This is an optimization exercise on Yosys and OpenROAD, whose aim is small area, not a production implementation.
Where RTL was checked, it was by simulation tests only, not by an equivalence proof against the original.

==> inputs of run H <==
==> flow/design.v <==
`timescale 1ns/1ps
module gameTop (
    input  logic         slowclk,
    input  logic         arstN,
    input  logic [4:0]   buttons,
    input  logic         restartEnable,
    input  logic [1:0]   speed,
    output logic [149:0] view
);
    function automatic logic [12:0] add12(input logic [11:0] a, input logic [11:0] b, input logic ci);
        logic        c;
        logic [11:0] r;
        c = ci;
        for (int i = 0; i < 12; i++)
        begin
            r[i] = a[i] ^ b[i] ^ c;
            c    = (a[i] & b[i]) | (c & (a[i] ^ b[i]));
        end
        add12 = {c, r};
    endfunction
    function automatic logic cy12(input logic [11:0] a, input logic [11:0] b, input logic ci);
        logic c;
        c = ci;
        for (int i = 0; i < 12; i++)
            c = (a[i] & b[i]) | (c & (a[i] | b[i]));
        cy12 = c;
    endfunction
    function automatic logic cy8(input logic [7:0] a, input logic [7:0] b, input logic ci);
        logic c;
        c = ci;
        for (int i = 0; i < 8; i++)
            c = (a[i] & b[i]) | (c & (a[i] | b[i]));
        cy8 = c;
    endfunction
    function automatic logic ge12(input logic [11:0] a, input logic [11:0] b);
        ge12 = cy12(a, ~b, 1'b1);
    endfunction
    function automatic logic [11:0] dif12(input logic [11:0] b, input logic [11:0] na);
        logic [12:0] t;
        t = add12(b, na, 1'b1);
        dif12 = t[11:0];
    endfunction
    function automatic logic nearAx(input logic [11:0] d, input logic [7:0] rm1);
        logic neg;
        neg = d[11];
        nearAx = (d[11:8] == {4{neg}}) & cy8(rm1, d[7:0] ^ {8{~neg}}, ~neg);
    endfunction
    logic [10:1] pxH;
    logic [9:1]  pyH;
    logic [10:0] fx;
    logic [9:0]  fy;
    logic [10:0] c1x, c2x;
    logic [9:0]  c1y, c2y;
    logic [9:1]  w1yH, w2yH;
    logic [7:0]  score, hiscore;
    logic [10:0] spx;
    logic [9:0]  spy;
    logic [11:0] px, py, w1y, w2y;
    logic [11:0] fx12, fy12, c1x12, c1y12, c2x12, c2y12;
    assign px    = {1'b0, pxH, 1'b0};
    assign py    = {2'd0, pyH, 1'b0};
    assign w1y   = {2'd0, w1yH, 1'b0};
    assign w2y   = {2'd0, w2yH, 1'b1};
    assign fx12  = {1'b0, fx};
    assign fy12  = {2'd0, fy};
    assign c1x12 = {1'b0, c1x};
    assign c1y12 = {2'd0, c1y};
    assign c2x12 = {1'b0, c2x};
    assign c2y12 = {2'd0, c2y};
    logic [12:0] t3s, tsz;
    logic [7:0]  size;
    logic [11:0] h;
    assign t3s  = add12({4'd0, score}, {3'd0, score, 1'b0}, 1'b0);
    assign tsz  = add12({4'd0, t3s[7:0]}, 12'd32, 1'b0);
    assign size = tsz[7:0];
    assign h    = {5'd0, size[7:1]};
    logic [12:0] t10, t8, t16, t50;
    logic [7:0]  r10m1, r8m1, r16m1, r50m1;
    assign t10   = add12(h, 12'd9, 1'b0);
    assign t8    = add12(h, 12'd7, 1'b0);
    assign t16   = add12(h, 12'd15, 1'b0);
    assign t50   = add12(h, 12'd49, 1'b0);
    assign r10m1 = t10[7:0];
    assign r8m1  = t8[7:0];
    assign r16m1 = t16[7:0];
    assign r50m1 = t50[7:0];
    logic hazards, awake1, awake2;
    assign hazards = |score[7:2];
    assign awake1  = |score;
    assign awake2  = (|score[7:3]) | (score[2] & score[1]);
    logic [11:0] d1x, d2x, d1y, d2y;
    logic [11:0] npx, npy;
    assign npx = ~px;
    assign npy = ~py;
    assign d1x = dif12(c1x12, npx);
    assign d2x = dif12(c2x12, npx);
    assign d1y = dif12(c1y12, npy);
    assign d2y = dif12(c2y12, npy);
    logic seekTouch;
    assign seekTouch = (nearAx(d1x, r10m1) & nearAx(d1y, r10m1)) |
                       (nearAx(d2x, r10m1) & nearAx(d2y, r10m1));
    logic        pSel;
    logic [11:0] ex, ey;
    assign pSel = ge12(px, 12'd676);
    assign ex   = dif12(pSel ? 12'd1000 : 12'd350, npx);
    assign ey   = dif12(pSel ? w2y : w1y, npy);
    logic sweepTouch;
    assign sweepTouch = hazards & nearAx(ex, r16m1) & nearAx(ey, r50m1);
    logic [12:0] pxh, pyh;
    logic wall;
    assign pxh  = add12(px, h, 1'b0);
    assign pyh  = add12(py, h, 1'b0);
    assign wall = ge12({4'd0, r10m1}, px) | ge12({4'd0, r10m1}, py) |
                  ge12(pxh[11:0], 12'd1430) | ge12(pyh[11:0], 12'd890);
    logic respawn;
    assign respawn = (buttons[0] & restartEnable) | wall | seekTouch | sweepTouch;
    logic [11:0] fdx, fdy;
    logic eat;
    assign fdx = dif12(fx12, npx);
    assign fdy = dif12(fy12, npy);
    assign eat = ~respawn & nearAx(fdx, r8m1) & nearAx(fdy, r8m1);
    logic k1r1, k1r2, k2r1, k2r2;
    assign k1r1 = ge12(c1x12, 12'd325) & ~ge12(c1x12, 12'd376);
    assign k1r2 = ge12(c1x12, 12'd975) & ~ge12(c1x12, 12'd1026);
    assign k2r1 = ge12(c2x12, 12'd325) & ~ge12(c2x12, 12'd376);
    assign k2r2 = ge12(c2x12, 12'd975) & ~ge12(c2x12, 12'd1026);
    logic [11:0] k1d, k2d;
    assign k1d = dif12(c1y12, ~(k1r2 ? w2y : w1y));
    assign k2d = dif12(c2y12, ~(k2r2 ? w2y : w1y));
    logic knock1, knock2;
    assign knock1 = hazards & (k1r1 | k1r2) & nearAx(k1d, 8'd59);
    assign knock2 = hazards & (k2r1 | k2r2) & nearAx(k2d, 8'd59);
    logic [11:0] step1, step2;
    assign step1 = {9'd0, (speed == 2'd3), speed + 2'd1};
    assign step2 = {9'd0, speed[1], ~speed[1], speed[0]};
    function automatic logic [11:0] towards(input logic [11:0] pos, input logic [11:0] d,
                                             input logic go, input logic [11:0] st);
        logic [12:0] t;
        logic        en, dn;
        en = go & (d != 12'd0);
        dn = en & ~d[11];
        t  = add12(pos, (st & {12{en}}) ^ {12{dn}}, dn);
        towards = t[11:0];
    endfunction
    logic [11:0] c1xN, c2xN, c1yN, c2yN;
    assign c1xN = towards(c1x12, d1x, awake1, step1);
    assign c1yN = towards(c1y12, d1y, awake1, step1);
    assign c2xN = towards(c2x12, d2x, awake2, step2);
    assign c2yN = towards(c2y12, d2y, awake2, step2);
    logic [12:0] pxN, pyN;
    logic        mr, ml, md, mu;
    assign mr  = buttons[1] & ~buttons[2];
    assign ml  = buttons[2] & ~buttons[1];
    assign md  = buttons[3] & ~buttons[4];
    assign mu  = buttons[4] & ~buttons[3];
    assign pxN = add12({2'd0, pxH}, {{10{ml}}, mr, mr | ml}, 1'b0);
    assign pyN = add12({3'd0, pyH}, {{10{mu}}, md, md | mu}, 1'b0);
    logic [11:0] wst;
    logic [12:0] w1N, w2N;
    logic        w1home, w2home;
    assign wst    = {9'd0, hazards, hazards & speed[1], hazards & speed[0]};
    assign w1N    = add12({3'd0, w1yH}, wst, 1'b0);
    assign w2N    = add12({3'd0, w2yH}, ~wst, 1'b1);
    assign w1home = respawn | (hazards & ge12({3'd0, w1yH}, 12'd445));
    assign w2home = respawn | (hazards & ~ge12({3'd0, w2yH}, 12'd5));
    logic [12:0] spxN, spyN;
    assign spxN = add12({1'b0, spx}, 12'd17, 1'b0);
    assign spyN = add12({2'd0, spy}, 12'd29, 1'b0);
    logic [12:0] scN, hiN;
    assign scN = add12({4'd0, score}, 12'd0, 1'b1);
    assign hiN = add12({4'd0, hiscore}, 12'd0, 1'b1);
    always_ff @(posedge slowclk or negedge arstN)
    begin
        if (!arstN)
        begin
            pxH     <= 10'd360;
            pyH     <= 9'd225;
            fx      <= 11'd700;
            fy      <= 10'd800;
            c1x     <= 11'd150;
            c1y     <= 10'd0;
            c2x     <= 11'd1250;
            c2y     <= 10'd0;
            w1yH    <= 9'd30;
            w2yH    <= 9'd419;
            score   <= 8'd0;
            hiscore <= 8'd0;
            spx     <= 11'd70;
            spy     <= 10'd70;
        end
        else
        begin
            spx <= ge12({1'b0, spx}, 12'd1401) ? 11'd70 : spxN[10:0];
            spy <= ge12({2'd0, spy}, 12'd871) ? 10'd70 : spyN[9:0];
            if (respawn)
            begin
                pxH   <= 10'd360;
                pyH   <= 9'd225;
                fx    <= 11'd700;
                fy    <= 10'd800;
                score <= 8'd0;
            end
            else
            begin
                pxH <= pxN[9:0];
                pyH <= pyN[8:0];
                if (eat)
                begin
                    fx    <= spx;
                    fy    <= spy;
                    score <= scN[7:0];
                end
            end
            if (eat && (score == hiscore))
                hiscore <= hiN[7:0];
            if (respawn || knock1)
            begin
                c1x <= 11'd150;
                c1y <= 10'd0;
            end
            else
            begin
                c1x <= c1xN[10:0];
                c1y <= c1yN[9:0];
            end
            if (respawn || knock2)
            begin
                c2x <= 11'd1250;
                c2y <= 10'd0;
            end
            else
            begin
                c2x <= c2xN[10:0];
                c2y <= c2yN[9:0];
            end
            w1yH <= w1home ? 9'd30 : w1N[8:0];
            w2yH <= w2home ? 9'd419 : w2N[8:0];
        end
    end
    assign view = {px[10:0], py[9:0], size, fx, fy, c1x, c1y, c2x, c2y,
                   11'd350, w1y[9:0], 11'd1000, w2y[9:0], score, hiscore};
endmodule
==> flow/flow/run.sh <==
#!/bin/bash
# Standard layout, with the port buffers made from the smallest plain buffer.
set -euo pipefail
bash standard.sh "BUFFER_PORTS_ARGS=-buffer_cell sky130_fd_sc_hd__buf_1" finish > flow_make.log 2>&1
==> flow/standard.sh <==
#!/bin/bash
# synth_recipe.tcl (not shown) runs the flow's synth.tcl, then flattens the netlist and writes it again
# the make line also repeats each setting of config.mk as NAME=value (left out here)
make -C /OpenROAD-flow-scripts/flow DESIGN_CONFIG=/design/flow/config.mk WORK_HOME=/design/flow/orfs CLKGATE_MAP_FILE= SYNTH_SCRIPT=/design/flow/synth_recipe.tcl "${@:-finish}"
==> flow/config.mk <==
export PLATFORM = sky130hd
export DESIGN_NAME = gameTop
export DESIGN_NICKNAME = gameTop
export VERILOG_FILES = /design/flow/design.v
export SDC_FILE = /design/flow/constraint.sdc
export NUM_CORES = 4
export LEC_CHECK = 0
export ABC_AREA = 1
export CAP_MARGIN = 20
export CORE_MARGIN = 2
export CORE_UTILIZATION = 60
export CTS_BUF_LIST = sky130_fd_sc_hd__clkbuf_4 sky130_fd_sc_hd__clkbuf_8
export SLEW_MARGIN = 20
==> flow/constraint.sdc <==
create_clock -name core_clock -period 10.0 [get_ports {slowclk}]
set_input_delay 2.0000 -clock core_clock [delete_from_list [all_inputs] [get_ports {slowclk}]]
set_output_delay 2.0000 -clock core_clock [all_outputs]
set_load 0.01 [all_outputs]
==> inputs of run Y, as changes to run H <==
--- a/flow/design.v
+++ b/flow/design.v
@@ -15,5 +15,5 @@
         begin
             r[i] = a[i] ^ b[i] ^ c;
-            c    = (a[i] & b[i]) | (c & (a[i] ^ b[i]));
+            c    = (a[i] & b[i]) | (a[i] & c) | (b[i] & c);
         end
         add12 = {c, r};
==> flow/flow/run.sh (replaced) <==
#!/bin/bash
# Own layout flow:
#  1. the standard synthesis, unchanged;
#  2. its combinational logic re-mapped for area with ABC (resynth.ys, area.abc);
#     every register instance stays exactly as the standard synthesis made it;
#  3. the standard layout steps on that netlist, with the port buffers made
#     from the smallest plain buffer.
# Each tool's output goes to a log file of its own in this folder.
set -euo pipefail
HERE=$(pwd)
R=$HERE/orfs/results/$FLOW_PLATFORM/gameTop/base
LIB=$FLOW_HOME/platforms/$FLOW_PLATFORM/lib/sky130_fd_sc_hd__tt_025C_1v80.lib
BP="BUFFER_PORTS_ARGS=-buffer_cell sky130_fd_sc_hd__buf_1"

bash standard.sh "$BP" synth > log_1_standard_synth.log 2>&1
cp "$R/1_2_yosys.v" "$HERE/standard_synth.v"

DU=$(for c in $(cat flow/dontuse.txt); do printf -- '-dont_use %s ' "$c"; done)
sed -e "s#@LIB@#$LIB#g" -e "s#@IN@#$HERE/standard_synth.v#" -e "s#@OUT@#$HERE/resynth.v#" \
    -e "s#@ABC@#$HERE/flow/area.abc#" -e "s#@DU@#$DU#" -e "s#@TOP@#$FLOW_TOP#g" \
    flow/resynth.ys > resynth_run.ys
yosys -l log_2_resynth.log -s resynth_run.ys > /dev/null 2>&1
cp "$HERE/resynth.v" "$R/1_2_yosys.v"
touch "$R/1_2_yosys.v"

bash standard.sh "$BP" finish > log_3_standard_layout.log 2>&1
==> flow/flow/area.abc (new file) <==
strash
dc2
dc2
dch -f
amap
mfs3 -ae
strash
dch -f
amap
mfs3 -ae
==> flow/flow/dontuse.txt (new file) <==
sky130_fd_sc_hd__probe_p_8 sky130_fd_sc_hd__probec_p_8 sky130_fd_sc_hd__lpflow_bleeder_1 sky130_fd_sc_hd__lpflow_clkbufkapwr_1 sky130_fd_sc_hd__lpflow_clkbufkapwr_16 sky130_fd_sc_hd__lpflow_clkbufkapwr_2 sky130_fd_sc_hd__lpflow_clkbufkapwr_4 sky130_fd_sc_hd__lpflow_clkbufkapwr_8 sky130_fd_sc_hd__lpflow_clkinvkapwr_1 sky130_fd_sc_hd__lpflow_clkinvkapwr_16 sky130_fd_sc_hd__lpflow_clkinvkapwr_2 sky130_fd_sc_hd__lpflow_clkinvkapwr_4 sky130_fd_sc_hd__lpflow_clkinvkapwr_8 sky130_fd_sc_hd__lpflow_decapkapwr_12 sky130_fd_sc_hd__lpflow_decapkapwr_3 sky130_fd_sc_hd__lpflow_decapkapwr_4 sky130_fd_sc_hd__lpflow_decapkapwr_6 sky130_fd_sc_hd__lpflow_decapkapwr_8 sky130_fd_sc_hd__lpflow_inputiso0n_1 sky130_fd_sc_hd__lpflow_inputiso0p_1 sky130_fd_sc_hd__lpflow_inputiso1n_1 sky130_fd_sc_hd__lpflow_inputiso1p_1 sky130_fd_sc_hd__lpflow_inputisolatch_1 sky130_fd_sc_hd__lpflow_isobufsrc_1 sky130_fd_sc_hd__lpflow_isobufsrc_16 sky130_fd_sc_hd__lpflow_isobufsrc_2 sky130_fd_sc_hd__lpflow_isobufsrc_4 sky130_fd_sc_hd__lpflow_isobufsrc_8 sky130_fd_sc_hd__lpflow_isobufsrckapwr_16 sky130_fd_sc_hd__lpflow_lsbuf_lh_hl_isowell_tap_1 sky130_fd_sc_hd__lpflow_lsbuf_lh_hl_isowell_tap_2 sky130_fd_sc_hd__lpflow_lsbuf_lh_hl_isowell_tap_4 sky130_fd_sc_hd__lpflow_lsbuf_lh_isowell_4 sky130_fd_sc_hd__lpflow_lsbuf_lh_isowell_tap_1 sky130_fd_sc_hd__lpflow_lsbuf_lh_isowell_tap_2 sky130_fd_sc_hd__lpflow_lsbuf_lh_isowell_tap_4
==> flow/flow/resynth.ys (new file) <==
# Re-map the standard synthesis's combinational logic for area; every register
# instance is kept as the standard synthesis made it (same name, same cell).
read_liberty -ignore_miss_func @LIB@
read_verilog @IN@
hierarchy -top @TOP@
setattr -mod -set keep_hierarchy 1 sky130_fd_sc_hd__df*
flatten
rename -hide w:*.*
opt -purge
abc -liberty @LIB@ @DU@ -script @ABC@
opt_clean -purge
setundef -zero
hilomap -hicell sky130_fd_sc_hd__conb_1 HI -locell sky130_fd_sc_hd__conb_1 LO
opt_clean -purge
insbuf -buf sky130_fd_sc_hd__buf_4 A X
splitnets
opt_clean -purge
select @TOP@
stat -liberty @LIB@
write_verilog -noattr -nohex -nodec -selected @OUT@
==> inputs of run A, as changes to run H <==
- CORE_UTILIZATION: 60 -> 40
- CTS_BUF_LIST: sky130_fd_sc_hd__clkbuf_4 sky130_fd_sc_hd__clkbuf_8 -> sky130_fd_sc_hd__clkbuf_8
==> run notes <==
- Run Y passed the timing, design-rule and antenna checks. Run H ran to the end with no violations. Run A completed without violations.
- In clock-buffer cell count, run A and run Y do not differ.
- Of run Y and run A, run Y has the higher fmax (gap about 10%, measured against run A).
- Of run H and run Y, run Y has the higher synthesized cell count (gap 15%, measured against run Y).
- The highest sequential share of layout area belongs to run Y, the lowest to run A.
- Final cell count: run H < run A < run Y.
- In run H the critical path depth is lower than in run Y, by 4.
For run H and run A, only the layout was checked, not whether the RTL still works.

==> port drivers added, routing unchanged <==
Ports are ideal in the flow. The routed layouts listed here were re-timed in OpenROAD. Step 1 sets driving cells, clkbuf_16 on the clock port and buf_2 on the other inputs (assumed; they add their load-dependent delay and slew). Step 2 also shifts input and output timing later by t, the mid clock arrival at the registers, as if the neighbouring blocks saw the same clock. Slacks: ideal / step 1 / step 2; pairs: ideal / step 1.
| run | t (ns) | setup WS [ns] | worst setup path at the end | clock arrival spread, ns | slew at the worst register clock pin (ns) |
|---|---|---|---|---|---|
| run H | 0.516 | 0.947 / 0.947 / 0.947 | register to register | 0.013 / 0.013 | 0.10 / 0.10 |
| run Y | 0.508 | 1.842 / 1.842 / 1.842 | register to register | 0.016 / 0.015 | 0.10 / 0.10 |
| run A | 0.516 | 0.977 / 0.977 / 0.977 | register to register | 0.018 / 0.019 | 0.10 / 0.10 |
After both steps every run listed still meets setup and hold.
